This design comes from an exercise in tuning for small area and a short achievable clock period on the open sky130 flow, not from production work.
No run shown here included a check of the RTL's function; only the layout flow was run.

==> flow/design.v, too long to show whole: its modules and the start of the top module <==
// module fc_neuron: 1238 lines
// module fc_neuron_fa: 10 lines
// module fc_neuron_and: 7 lines
// module fc_neuron_ha: 9 lines
module fc_neuron #(
    parameter int unsigned RELU_EN = 0
) (
    input  logic        clk,
    input  logic        rst,
    input  logic [63:0] pooledPixelArray,
    input  logic [63:0] weight,
    output logic [7:0]  result
);
  // ...
==> flow/flow/run.sh <==
#!/bin/bash
# Standard ORFS layout, except that the port buffers are the smallest plain
# buffer instead of the delay cell buffer_ports picks by default.
set -euo pipefail
export BUFFER_PORTS_ARGS="-buffer_cell sky130_fd_sc_hd__buf_1"
bash standard.sh > standard.log 2>&1
==> flow/standard.sh <==
#!/bin/bash
# synth_recipe.tcl (not shown) runs the flow's synth.tcl, then flattens the netlist and writes it again
# the make line also repeats each setting of config.mk as NAME=value (left out here)
make -C /OpenROAD-flow-scripts/flow DESIGN_CONFIG=/design/flow/config.mk WORK_HOME=/design/flow/orfs CLKGATE_MAP_FILE= SYNTH_SCRIPT=/design/flow/synth_recipe.tcl "${@:-finish}"
==> flow/config.mk <==
export PLATFORM = sky130hd
export DESIGN_NAME = fc_neuron
export DESIGN_NICKNAME = fc_neuron
export VERILOG_FILES = /design/flow/design.v
export SDC_FILE = /design/flow/constraint.sdc
export NUM_CORES = 4
export LEC_CHECK = 0
export ABC_AREA = 1
export CAP_MARGIN = 20
export CORE_MARGIN = 2
export CORE_UTILIZATION = 40
export CTS_BUF_LIST = sky130_fd_sc_hd__clkbuf_2 sky130_fd_sc_hd__clkbuf_4
export SLEW_MARGIN = 20
export SYNTH_HIERARCHICAL = 1
export SYNTH_MINIMUM_KEEP_SIZE = 0
==> flow/constraint.sdc <==
create_clock -name core_clock -period 15.0 [get_ports {clk}]
set_input_delay 3.0000 -clock core_clock [delete_from_list [all_inputs] [get_ports {clk}]]
set_output_delay 3.0000 -clock core_clock [all_outputs]
set_load 0.01 [all_outputs]
==> impl_results.html, run 1 <==
<table>
<tr><th>Metric</th><th>Value</th></tr>
<tr><th colspan="2">Worst setup path</th></tr>
<tr><td>Required time of the critical path</td><td>15130 ps</td></tr>
<tr><th colspan="2">Timing</th></tr>
<tr><td>Final hold slack</td><td>3077 ps</td></tr>
<tr><td>Final hold violation count</td><td>0</td></tr>
<tr><td>Maximum clock rate</td><td>109.3 MHz</td></tr>
<tr><td>Slew at the pin closest to its max-slew limit</td><td>about 700 ps</td></tr>
<tr><td>Fraction of the cycle the final worst path needs</td><td>between 60 and 70%</td></tr>
<tr><th colspan="2">Synthesis</th></tr>
<tr><td>Simple-gate share of the synthesized area</td><td>15.81%</td></tr>
<tr><td>Top cell type's share of synthesized area</td><td>74.70%</td></tr>
<tr><td>Fraction of synthesized cell area in xor and xnor cells</td><td>0%</td></tr>
<tr><td>Adder-Cell Fraction of Synth Area</td><td>77.01%</td></tr>
<tr><td>Number of synthesis warnings</td><td>7</td></tr>
<tr><td>Dominant cells by area after synthesis</td><td>fa_1 (75%), nand2_1 (15%), clkbuf_1 (3.6%)</td></tr>
<tr><td>Nets in the synthesized netlist</td><td>1891</td></tr>
<tr><th colspan="2">Final layout</th></tr>
<tr><td>Count of inverters not on the clock network in the layout</td><td>59</td></tr>
<tr><td>Area of the multi-input gates</td><td>around 12000 um^2</td></tr>
<tr><td>Non-clock buffering overhead</td><td>3.802%</td></tr>
<tr><td>CLK BUF</td><td>3</td></tr>
<tr><td>Number of antenna cells inserted</td><td>0</td></tr>
<tr><th colspan="2">Drt</th></tr>
<tr><td>Routed WL per cell</td><td>26.50 um</td></tr>
<tr><td>Top layer reached by signal wires</td><td>met4</td></tr>
<tr><td>Wire length on met2</td><td>20.05 mm</td></tr>
<tr><td>Total number of vias</td><td>9503</td></tr>
<tr><th colspan="2">Status</th></tr>
<tr><td>Status</td><td>timing/DRC/antenna clean</td></tr>
<tr><th colspan="2">Clock network</th></tr>
<tr><td>Post CTS Setup Buffer Count</td><td>0</td></tr>
<tr><td>Clock root cell</td><td>clkbuf_4</td></tr>
<tr><td>Number of buffers inserted by hold repair at cts</td><td>0</td></tr>
<tr><th colspan="2">Die</th></tr>
<tr><td>Number of placement rows</td><td>65</td></tr>
<tr><th colspan="2">Global routing</th></tr>
<tr><td>Antenna violations before repair</td><td>0</td></tr>
<tr><td>Global Route Usage Sum</td><td>27.35%</td></tr>
<tr><th colspan="2">Placed design</th></tr>
<tr><td>Cell Count Post-Placement</td><td>1663</td></tr>
</table>
==> run 2, diff against run 1 <==
--- a/flow/config.mk
+++ b/flow/config.mk
@@ -5,7 +5,7 @@
 export SDC_FILE = /design/flow/constraint.sdc
 export NUM_CORES = 4
 export LEC_CHECK = 0
-export ABC_AREA = 1
+export ABC_AREA = 0
 export CAP_MARGIN = 20
 export CORE_MARGIN = 2
 export CORE_UTILIZATION = 40
==> run 2 against run 1 <==
Effect of this change:
- core utilization is essentially flat
- cell area hardly changed
- non-clock buffer count did not move
- setup slack worse by 290 ps
- wire length rose by 1.2%
- critical path type unchanged
- critical endpoint is now result_q[4]
- largest cell class unchanged
==> impl_results.html, run 2 <==
<table>
<tr><th>Metric</th><th>Value</th></tr>
<tr><th colspan="2">Placed design</th></tr>
<tr><td>Detailed placement HPWL</td><td>40.48 mm (was 39.98 mm)</td></tr>
<tr><td>Global placer's final weighted congestion</td><td>0.9822 (was 0.9697)</td></tr>
<tr><td>IO buf count</td><td>137 (unchanged)</td></tr>
<tr><th colspan="2">Die</th></tr>
<tr><td>Top-Level Pins</td><td>138 (unchanged)</td></tr>
<tr><td>Die height</td><td>183.7 um (was 184.1 um)</td></tr>
<tr><td>Die Wd</td><td>183.7 um (was 184.1 um)</td></tr>
<tr><td>Std-Cell Core Area</td><td>31720 um^2 (unchanged)</td></tr>
<tr><td>Die Outline Area</td><td>33750 um^2 (was 33880 um^2)</td></tr>
<tr><td>Number of placement rows</td><td>65 (unchanged)</td></tr>
<tr><td>Starting utilization of the core area</td><td>40.73% (was 40.90%)</td></tr>
<tr><th colspan="2">Worst setup path</th></tr>
<tr><td>Required time of the critical path</td><td>15190 ps (was 15130 ps)</td></tr>
<tr><td>Nature of the critical path startpoint</td><td>input port (unchanged)</td></tr>
<tr><td>Nature of the critical path endpoint</td><td>flip-flop (unchanged)</td></tr>
<tr><td>WP buf/inv</td><td>1 (was 3)</td></tr>
<tr><td>Largest driver fanout on the critical path</td><td>8 (was 9)</td></tr>
<tr><td>Crit. Startpoint</td><td>weight[35] (was weight[34])</td></tr>
<tr><td>Data arrival time at the worst-slack endpoint</td><td>9630 ps (was 9280 ps)</td></tr>
<tr><td>Delay of the slowest cell on the worst path</td><td>600 ps (was 580 ps)</td></tr>
<tr><td>Cell class contributing the biggest share of worst-path delay</td><td>adder cells (unchanged)</td></tr>
<tr><td>Worst path cell trace</td><td>buf_1 &gt; nand2_1 &gt; fa_1 &gt; fa_1 &gt; fa_1 &gt; fa_1 &gt; fa_1 &gt; fa_1 &gt; fa_1 &gt; fa_1 &gt; fa_1 &gt; ha_1 &gt; a211oi_1 &gt; o211ai_1 &gt; a2111o_1 &gt; nand2_1 (was buf_1 &gt; nand2_1 &gt; fa_1 &gt; fa_1 &gt; fa_1 &gt; fa_1 &gt; fa_1 &gt; fa_1 &gt; inv_1 &gt; fa_1 &gt; fa_1 &gt; fa_1 &gt; ha_1 &gt; nand2_1 &gt; nor3_2 &gt; nand4_2 &gt; nand2_1 &gt; inv_1 &gt; nand2_1 &gt; a21oi_1)</td></tr>
<tr><td>Most used cell along the critical path</td><td>fa_1 (unchanged)</td></tr>
<tr><td>WS Path Type</td><td>in2reg (unchanged)</td></tr>
<tr><td>Slowest CP cell</td><td>a2111o_1 (was fa_1)</td></tr>
<tr><th colspan="2">Timing</th></tr>
<tr><td>Slew at the pin closest to its max-slew limit</td><td>942.4 ps (was 718.9 ps)</td></tr>
<tr><td>Final Critical Period</td><td>9437 ps (was 9146 ps)</td></tr>
<tr><td>Setup repair after global routing missed its margin</td><td>false (unchanged)</td></tr>
<tr><td>Final-report max-slew violation count</td><td>0 (unchanged)</td></tr>
<tr><td>Maximum clock rate</td><td>106.0 MHz (was 109.3 MHz)</td></tr>
<tr><td>Relative max-transition margin</td><td>37.04% (was 52.07%)</td></tr>
<tr><td>Total Negative Setup Slacks</td><td>0 ps (unchanged)</td></tr>
<tr><td>Final setup violation count</td><td>0 (unchanged)</td></tr>
<tr><td>Fraction of the cycle the final worst path needs</td><td>62.91% (was 60.98%)</td></tr>
<tr><td>Final hold violation count</td><td>0 (unchanged)</td></tr>
<tr><th colspan="2">Drt</th></tr>
<tr><td>Remaining antenna violation count</td><td>0 (unchanged)</td></tr>
<tr><td>Count of unresolved DRC violations after routing</td><td>0 (unchanged)</td></tr>
<tr><td>Drt total wl</td><td>44.67 mm (was 44.15 mm)</td></tr>
<tr><td>Post-DR vias/cell</td><td>5.734 (was 5.704)</td></tr>
<tr><td>Drt first pass iters</td><td>5 (unchanged)</td></tr>
<tr><td>Total number of vias</td><td>9438 (was 9503)</td></tr>
<tr><td>Number of DRC violations after detailed-routing iteration 0</td><td>812 (was 901)</td></tr>
<tr><td>Routed WL per cell</td><td>27.14 um (was 26.50 um)</td></tr>
<tr><th colspan="2">Final layout</th></tr>
<tr><td>Registers with the most flip-flops</td><td>result_q: 8 flops (unchanged)</td></tr>
<tr><td>Number of antenna cells inserted</td><td>0 (unchanged)</td></tr>
<tr><td>Leading cell types in the layout, fill and taps excluded</td><td>nand2_1 (502), fa_1 (484), buf_1 (137), inv_1 (42), ha_1 (24) (was nand2_1 (526), fa_1 (484), buf_1 (137), inv_1 (59), ha_1 (24))</td></tr>
<tr><td>Fraction of final layout cells sized beyond drive strength 1</td><td>0.3215% (was 0.3956%)</td></tr>
<tr><td>Fin nets</td><td>1884 (was 1904)</td></tr>
<tr><td>Number of flip-flops in the largest register</td><td>8 (unchanged)</td></tr>
<tr><td>Commonest non-fill, non-tap cell in the layout</td><td>nand2_1 (unchanged)</td></tr>
<tr><td>Area grow syn2layout</td><td>4.591% (was 4.263%)</td></tr>
<tr><td>Top reg by flops</td><td>result_q (unchanged)</td></tr>
<tr><th colspan="2">Synthesis</th></tr>
<tr><td>Nets in the synthesized netlist</td><td>1861 (was 1891)</td></tr>
<tr><td>Number of distinct library cells after synthesis</td><td>21 (was 14)</td></tr>
<tr><td>Count of flip-flops with a built-in enable after synthesis</td><td>0 (unchanged)</td></tr>
<tr><td>Synthesized netlist cell count</td><td>1223 (was 1253)</td></tr>
<tr><td>Number of synthesis warnings</td><td>7 (unchanged)</td></tr>
<tr><td>Asr flop ratio synth</td><td>0% (unchanged)</td></tr>
<tr><td>Top cell types by occurrence after synthesis</td><td>nand2_1 (502), fa_1 (484), clkbuf_1 (117) (was nand2_1 (526), fa_1 (484), clkbuf_1 (125))</td></tr>
<tr><td>Dominant cells by area after synthesis</td><td>fa_1 (75%), nand2_1 (15%), clkbuf_1 (3.4%) (was fa_1 (75%), nand2_1 (15%), clkbuf_1 (3.6%))</td></tr>
<tr><td>Share of synthesized area occupied by flip-flops and latches</td><td>1.240% (was 1.235%)</td></tr>
<tr><td>Mean instance size in the synthesized netlist</td><td>10.56 um^2 (was 10.35 um^2)</td></tr>
<tr><td>Cell Area, Synth</td><td>12920 um^2 (was 12970 um^2)</td></tr>
<tr><td>Top flip-flop cell by instance count after synthesis</td><td>dfxtp_1 (unchanged)</td></tr>
<tr><td>Top cell type's share of synthesized area</td><td>75.00% (was 74.70%)</td></tr>
<tr><td>Post-synthesis cell type with the largest combined area</td><td>fa_1 (unchanged)</td></tr>
<tr><td>Most frequent cell after synthesis</td><td>nand2_1 (unchanged)</td></tr>
<tr><td>Register bit count reported by yosys</td><td>8 (unchanged)</td></tr>
<tr><th colspan="2">Job</th></tr>
<tr><td>MaxCap Viol Count</td><td>0 (unchanged)</td></tr>
<tr><th colspan="2">Status</th></tr>
<tr><td>Status</td><td>timing/DRC/antenna clean (unchanged)</td></tr>
<tr><th colspan="2">Global routing</th></tr>
<tr><td>Maximum number of pins on one net before global-route repair</td><td>9 (was 10)</td></tr>
<tr><td>Antenna violations before repair</td><td>0 (unchanged)</td></tr>
<tr><td>Global Route Usage Sum</td><td>27.53% (was 27.35%)</td></tr>
<tr><td>Overflow left after global routing</td><td>0 (unchanged)</td></tr>
<tr><td>Global-route wire length before repair</td><td>66.27 mm (was 66.21 mm)</td></tr>
<tr><td>Vias in the first global route</td><td>10560 (was 10550)</td></tr>
<tr><th colspan="2">Min path</th></tr>
<tr><td>Class of the tightest hold or removal check</td><td>in2reg (unchanged)</td></tr>
<tr><td>Worst hold path startpoint</td><td>rst (unchanged)</td></tr>
<tr><th colspan="2">Clock network</th></tr>
<tr><td>Number of buffers inserted by hold repair at cts</td><td>0 (unchanged)</td></tr>
<tr><td>Total CTS buffers</td><td>3 (unchanged)</td></tr>
<tr><td>Total of cells resized after clock tree synthesis</td><td>0 (unchanged)</td></tr>
<tr><td>TritonCTS clock tree</td><td>built (unchanged)</td></tr>
<tr><td>Clock root cell</td><td>clkbuf_4 (unchanged)</td></tr>
<tr><td>Deepest clock path buffer count</td><td>2 (unchanged)</td></tr>
<tr><td>H-tree depth</td><td>1 (unchanged)</td></tr>
<tr><td>Register clock-pin slew on the reported worst setup and hold paths</td><td>50 ps (about the same)</td></tr>
<tr><td>Post CTS Setup Buffer Count</td><td>0 (unchanged)</td></tr>
<tr><td>Clock Sink Count</td><td>8 (unchanged)</td></tr>
</table>
==> run 2: cell count changes after synthesis, sizes merged, moves of 2 or more <==
cell,previous run,this run
o211ai,0,2
nand2,526,502
a211oi,0,3
a21oi,11,8
or2,7,0
o21ai,0,2
clkbuf,125,117
and2,0,18
inv,59,42
buf,4,2
nand3,2,0
==> run 2: metal layers <==
layer  share of wire [%]  global-route usage (%)
met1                  38                   37.86
met2                  46                   43.50
met3                 9.2                   3.071
met4                 6.5                   14.40
met5                   0                       0
==> run 2: final cells by class <==
type / instances / area [um^2]
inverter: 42 / 157.7
timing repair buffer: 137 / 514.2
clock buffer: 3 / 22.52
multi-input combinational: 1054 / 12150
tap: 402 / 503.0
sequential: 8 / 160.2
fill: 3110 / 18210
==> run 2: cell families after synthesis <==
group                    Yosys count  synth area share [%]
AND/OR/NAND/NOR                  528                 15.86
adder cells (fa/ha/maj)          508                 77.33
buffers and inverters            161                 4.678
AO/OA/AOI/OAI                     18                0.8910
flip-flops                         8                 1.240
==> run 2: path summary, 6_finish.rpt <==
check	endpoint	cells after the start
min	result_q[7]	2
max	result_q[4]	16
==> run 2: metrics by stage <==
| step | worst slack (ps) | util [%] | std cells | cell area, um^2 | hold slack (ps) |
|---|---|---|---|---|---|
| 2_1_floorplan | 6316 | - | 1223 | 12920 | 3073 |
| 3_3_place_gp | 5477 | 42.53 | 1643 | 13490 | 3386 |
| 3_5_place_dp | 5438 | 42.53 | 1643 | 13490 | 3388 |
| 4_1_cts | 5681 | 42.60 | 1646 | 13510 | 3163 |
| 5_1_grt | 5416 | 42.60 | 1646 | 13510 | 3179 |
| 6_report | 5563 | 42.60 | 1646 | 13510 | 3161 |
==> run 2: modules after synthesis (local to each module, per instance) <==
module / flops+latches / cells / area [um^2] / copies in the design
fc_neuron: 8 / 734 / 3167 / 1
fc_neuron_fa: 0 / 1 / 20.02 / 484
fc_neuron_ha: 0 / 1 / 12.51 / 5
==> run 3, diff against run 2 <==
==> flow/flow/run.sh (replaced) <==
#!/bin/bash
# Standard ORFS layout, except that:
# - the port buffers are the smallest plain buffer instead of the delay cell
#   buffer_ports picks by default;
# - the resizer's timing repair aims for 6.5 ns of setup slack, so that it
#   sizes up the critical paths although the design meets the clock.
set -euo pipefail
export BUFFER_PORTS_ARGS="-buffer_cell sky130_fd_sc_hd__buf_1"
export SETUP_SLACK_MARGIN=6.5
bash standard.sh > standard.log 2>&1
--- a/flow/config.mk
+++ b/flow/config.mk
@@ -5,7 +5,7 @@
 export SDC_FILE = /design/flow/constraint.sdc
 export NUM_CORES = 4
 export LEC_CHECK = 0
-export ABC_AREA = 0
+export ABC_AREA = 1
 export CAP_MARGIN = 20
 export CORE_MARGIN = 2
 export CORE_UTILIZATION = 40
==> run 3 against run 2 <==
Effect of this change:
- still clean on timing, DRC and antenna
- global-route usage shrank 0.15 points
- first-iteration DRC count up 24%
- sequential share of layout area decreased by 0.15 points
==> impl_results.html, run 3 <==
<table>
<tr><th>Metric</th><th>Value</th></tr>
<tr><th colspan="2">Status</th></tr>
<tr><td>Status</td><td>timing/DRC/antenna clean (unchanged)</td></tr>
<tr><th colspan="2">Synthesis</th></tr>
<tr><td>Top flip-flop cell by instance count after synthesis</td><td>dfxtp_1 (unchanged)</td></tr>
<tr><td>Asr flop ratio synth</td><td>0% (unchanged)</td></tr>
<tr><td>Dominant cells by area after synthesis</td><td>fa_1 (75%), nand2_1 (15%), clkbuf_1 (3.6%) (was fa_1 (75%), nand2_1 (15%), clkbuf_1 (3.4%))</td></tr>
<tr><td>Register bit count reported by yosys</td><td>8 (unchanged)</td></tr>
<tr><td>Number of distinct library cells after synthesis</td><td>14 (was 21)</td></tr>
<tr><td>Top cell types by occurrence after synthesis</td><td>nand2_1 (526), fa_1 (484), clkbuf_1 (125) (was nand2_1 (502), fa_1 (484), clkbuf_1 (117))</td></tr>
<tr><td>Top cell type's share of synthesized area</td><td>74.70% (was 75.00%)</td></tr>
<tr><td>Most frequent cell after synthesis</td><td>nand2_1 (unchanged)</td></tr>
<tr><td>Count of flip-flops with a built-in enable after synthesis</td><td>0 (unchanged)</td></tr>
<tr><td>Number of synthesis warnings</td><td>7 (unchanged)</td></tr>
<tr><td>Synthesized netlist cell count</td><td>1253 (was 1223)</td></tr>
<tr><td>Mean instance size in the synthesized netlist</td><td>10.35 um^2 (was 10.56 um^2)</td></tr>
<tr><td>Nets in the synthesized netlist</td><td>1891 (was 1861)</td></tr>
<tr><td>Cell Area, Synth</td><td>12970 um^2 (was 12920 um^2)</td></tr>
<tr><td>Post-synthesis cell type with the largest combined area</td><td>fa_1 (unchanged)</td></tr>
<tr><td>Share of synthesized area occupied by flip-flops and latches</td><td>1.235% (was 1.240%)</td></tr>
<tr><th colspan="2">Timing</th></tr>
<tr><td>Final setup violation count</td><td>0 (unchanged)</td></tr>
<tr><td>Setup repair after global routing missed its margin</td><td>true (was false)</td></tr>
<tr><td>Maximum clock rate</td><td>118.5 MHz (was 106.0 MHz)</td></tr>
<tr><td>Final-report max-slew violation count</td><td>0 (unchanged)</td></tr>
<tr><td>Relative max-transition margin</td><td>54.05% (was 37.04%)</td></tr>
<tr><td>Final hold violation count</td><td>0 (unchanged)</td></tr>
<tr><td>Fraction of the cycle the final worst path needs</td><td>56.28% (was 62.91%)</td></tr>
<tr><td>Slew at the pin closest to its max-slew limit</td><td>689.3 ps (was 942.4 ps)</td></tr>
<tr><td>Final Critical Period</td><td>8442 ps (was 9437 ps)</td></tr>
<tr><td>Total Negative Setup Slacks</td><td>0 ps (unchanged)</td></tr>
<tr><th colspan="2">Placed design</th></tr>
<tr><td>Global placer's final weighted congestion</td><td>0.9949 (was 0.9822)</td></tr>
<tr><td>Cell Count Post-Placement</td><td>1663 (was 1643)</td></tr>
<tr><td>IO buf count</td><td>137 (unchanged)</td></tr>
<tr><td>Detailed placement HPWL</td><td>39.52 mm (was 40.48 mm)</td></tr>
<tr><th colspan="2">Final layout</th></tr>
<tr><td>Top reg by flops</td><td>result_q (unchanged)</td></tr>
<tr><td>Area grow syn2layout</td><td>19.54% (was 4.591%)</td></tr>
<tr><td>Count of fill cells added during filler insertion</td><td>2822 (was 3110)</td></tr>
<tr><td>Area used by sequential logic in the layout</td><td>160.2 um^2 (unchanged)</td></tr>
<tr><td>Fraction of final layout cells sized beyond drive strength 1</td><td>31.76% (was 0.3215%)</td></tr>
<tr><td>Commonest non-fill, non-tap cell in the layout</td><td>nand2_1 (unchanged)</td></tr>
<tr><td>Registers with the most flip-flops</td><td>result_q: 8 flops (unchanged)</td></tr>
<tr><td>Leading cell types in the layout, fill and taps excluded</td><td>nand2_1 (465), fa_1 (292), fa_2 (192), inv_1 (55), nand2_2 (53) (was nand2_1 (502), fa_1 (484), buf_1 (137), inv_1 (42), ha_1 (24))</td></tr>
<tr><td>Number of antenna cells inserted</td><td>0 (unchanged)</td></tr>
<tr><td>Finished Layout Cells</td><td>1671 (was 1646)</td></tr>
<tr><td>Number of flip-flops in the largest register</td><td>8 (unchanged)</td></tr>
<tr><td>Area of the multi-input gates</td><td>12900 um^2 (was 12150 um^2)</td></tr>
<tr><td>Fin nets</td><td>1909 (was 1884)</td></tr>
<tr><th colspan="2">Global routing</th></tr>
<tr><td>Vias in the first global route</td><td>10710 (was 10560)</td></tr>
<tr><td>Global-route wire length before repair</td><td>66.58 mm (was 66.27 mm)</td></tr>
<tr><td>Maximum number of pins on one net before global-route repair</td><td>9 (unchanged)</td></tr>
<tr><td>Global Route Usage Sum</td><td>27.39% (was 27.53%)</td></tr>
<tr><td>Overflow left after global routing</td><td>0 (unchanged)</td></tr>
<tr><td>Antenna violations before repair</td><td>0 (unchanged)</td></tr>
<tr><th colspan="2">Drt</th></tr>
<tr><td>Routed WL per cell</td><td>27.14 um (about the same)</td></tr>
<tr><td>Count of unresolved DRC violations after routing</td><td>0 (unchanged)</td></tr>
<tr><td>Drt first pass iters</td><td>5 (unchanged)</td></tr>
<tr><td>Drt total wl</td><td>45.35 mm (was 44.67 mm)</td></tr>
<tr><td>Remaining antenna violation count</td><td>0 (unchanged)</td></tr>
<tr><td>Number of DRC violations after detailed-routing iteration 0</td><td>1005 (was 812)</td></tr>
<tr><td>Total number of vias</td><td>9634 (was 9438)</td></tr>
<tr><td>Post-DR vias/cell</td><td>5.765 (was 5.734)</td></tr>
<tr><th colspan="2">Die</th></tr>
<tr><td>Starting utilization of the core area</td><td>40.90% (was 40.73%)</td></tr>
<tr><td>Top-Level Pins</td><td>138 (unchanged)</td></tr>
<tr><td>Number of placement rows</td><td>65 (unchanged)</td></tr>
<tr><td>Die height</td><td>184.1 um (was 183.7 um)</td></tr>
<tr><td>Std-Cell Core Area</td><td>31720 um^2 (unchanged)</td></tr>
<tr><td>Die Wd</td><td>184.1 um (was 183.7 um)</td></tr>
<tr><td>Die Outline Area</td><td>33880 um^2 (was 33750 um^2)</td></tr>
<tr><th colspan="2">Worst setup path</th></tr>
<tr><td>Data arrival time at the worst-slack endpoint</td><td>8560 ps (was 9630 ps)</td></tr>
<tr><td>WS Path Type</td><td>in2reg (unchanged)</td></tr>
<tr><td>Required time of the critical path</td><td>15120 ps (was 15190 ps)</td></tr>
<tr><td>Nature of the critical path endpoint</td><td>flip-flop (unchanged)</td></tr>
<tr><td>Largest driver fanout on the critical path</td><td>7 (was 8)</td></tr>
<tr><td>Nature of the critical path startpoint</td><td>input port (unchanged)</td></tr>
<tr><th colspan="2">Job</th></tr>
<tr><td>MaxCap Viol Count</td><td>0 (unchanged)</td></tr>
<tr><th colspan="2">Min path</th></tr>
<tr><td>Hold-critical path depth</td><td>2 (unchanged)</td></tr>
<tr><td>Class of the tightest hold or removal check</td><td>in2reg (unchanged)</td></tr>
<tr><td>Worst hold endpoint</td><td>result_q[0] (was result_q[7])</td></tr>
<tr><td>Worst hold path startpoint</td><td>rst (unchanged)</td></tr>
<tr><th colspan="2">Clock network</th></tr>
<tr><td>H-tree depth</td><td>1 (unchanged)</td></tr>
<tr><td>Deepest clock path buffer count</td><td>2 (unchanged)</td></tr>
<tr><td>Total CTS buffers</td><td>3 (unchanged)</td></tr>
<tr><td>Clock root cell</td><td>clkbuf_4 (unchanged)</td></tr>
<tr><td>TritonCTS clock tree</td><td>built (unchanged)</td></tr>
<tr><td>Clock Sink Count</td><td>8 (unchanged)</td></tr>
<tr><td>Register clock-pin slew on the reported worst setup and hold paths</td><td>50 ps (about the same)</td></tr>
</table>
run 3: stage by stage:
step	hold WS, ps	worst slack (ps)	utilization [%]	area, um^2
6_report	3102	6558	48.89	15510
5_1_grt	3085	6444	48.89	15510
4_1_cts	3093	6500	46.33	14700
3_5_place_dp	3343	5611	42.58	13500
3_3_place_gp	3338	5648	42.58	13500
2_1_floorplan	3288	6543	-	13060
run 3: worst max-delay path by stage:
| stage | from | end | slack (ps) |
|---|---|---|---|
| after floorplan | weight[4] | result_q[0] | 6540 |
| after global placement | weight[35] | result_q[2] | 5650 |
| after detailed placement | weight[35] | result_q[3] | 5610 |
| after CTS | weight[7] | result_q[6] | 6500 |
| after global routing | pooledPixelArray[4] | result_q[2] | 6440 |
| final | weight[13] | result_q[1] | 6560 |
run 3: critical path, cell delays in order:
cell	delay, ps
buf_12	100
nand2_4	50
fa_1	520
fa_2	670
fa_1	440
fa_2	360
fa_1	510
fa_2	360
fa_2	370
fa_1	510
fa_2	470
ha_4	310
nand2_4	50
nor3_4	300
nand4_4	190
nand2_2	110
inv_2	50
nand2_4	90
a21oi_1	70
run 3: kinds of logic (layout without fill, tap and decap cells):
family,Yosys count,count (layout),share of synthesized area [%]
AO/OA/AOI/OAI,12,12,0.4823
adder cells (fa/ha/maj),508,508,77.01
buffers and inverters,188,203,5.460
flip-flops,8,8,1.235
AND/OR/NAND/NOR,537,538,15.81
run 3: routing by layer:
metal	track usage, %	wire length, um	vias up
met2	43.79	21450	678
met3	2.734	4096	117
met4	12.70	2661	0
li1	-	-	3651
met5	0	0	-
met1	38.01	17150	5188
run 3: modules after synthesis (local to each module, per instance):
module	cells inside	times used	cell area (um^2)
fc_neuron	764	1	3219
fc_neuron_fa	1	484	20.02
fc_neuron_ha	1	5	12.51
run 3: final cells by class:
| class | instances | share of cell area [%] |
|---|---|---|
| Clock buffer | 3 | 0.1452 |
| Inverter | 59 | 1.428 |
| Multi-Input combinational cell | 1058 | 83.21 |
| Sequential cell | 8 | 1.033 |
| Tap cell | 402 | 3.244 |
| Timing Repair Buffer | 141 | 10.94 |
run 3: repair_timing:
| action | in CTS | in global routing |
|---|---|---|
| resized for setup | 475 | 232 |
| gates cloned | 1 | 0 |
| setup endpoints to repair | 8 | 8 |
| hold buffers | 0 | 0 |
| buffers inserted | 0 | 4 |
| pin swaps | 85 | 121 |
| hold endpoints to repair | 0 | 0 |

-- afterwards: timing with drivers on the ports --
The results above use ideal ports. As a check the final layouts listed here were re-extracted and re-timed, cells and wires unchanged.
Step 1 (the two cells are an assumption about what drives the block):
set clk [get_ports {clk}]
set_driving_cell -lib_cell sky130_fd_sc_hd__clkbuf_16 $clk
set_driving_cell -lib_cell sky130_fd_sc_hd__buf_2 [delete_from_list [all_inputs] $clk]
Step 2 also shifts input and output timing later by t, the mid clock arrival at the registers, as if the neighbouring blocks saw the same clock.
Three values: no drivers, after step 1, after step 2; two values: the first two.
run	t, ns	setup slack, ns	pins driven straight from the clock port
run 1	0.270	5.854 / 5.837 / 5.567	1
run 2	0.267	5.563 / 5.553 / 5.286	1
run 3	0.263	6.558 / 6.498 / 6.235	1
After both steps setup and hold are still met in every run listed. The setup slack of run 3, which loses most, moves by -0.060 ns with the drivers and by -0.323 ns with both steps.
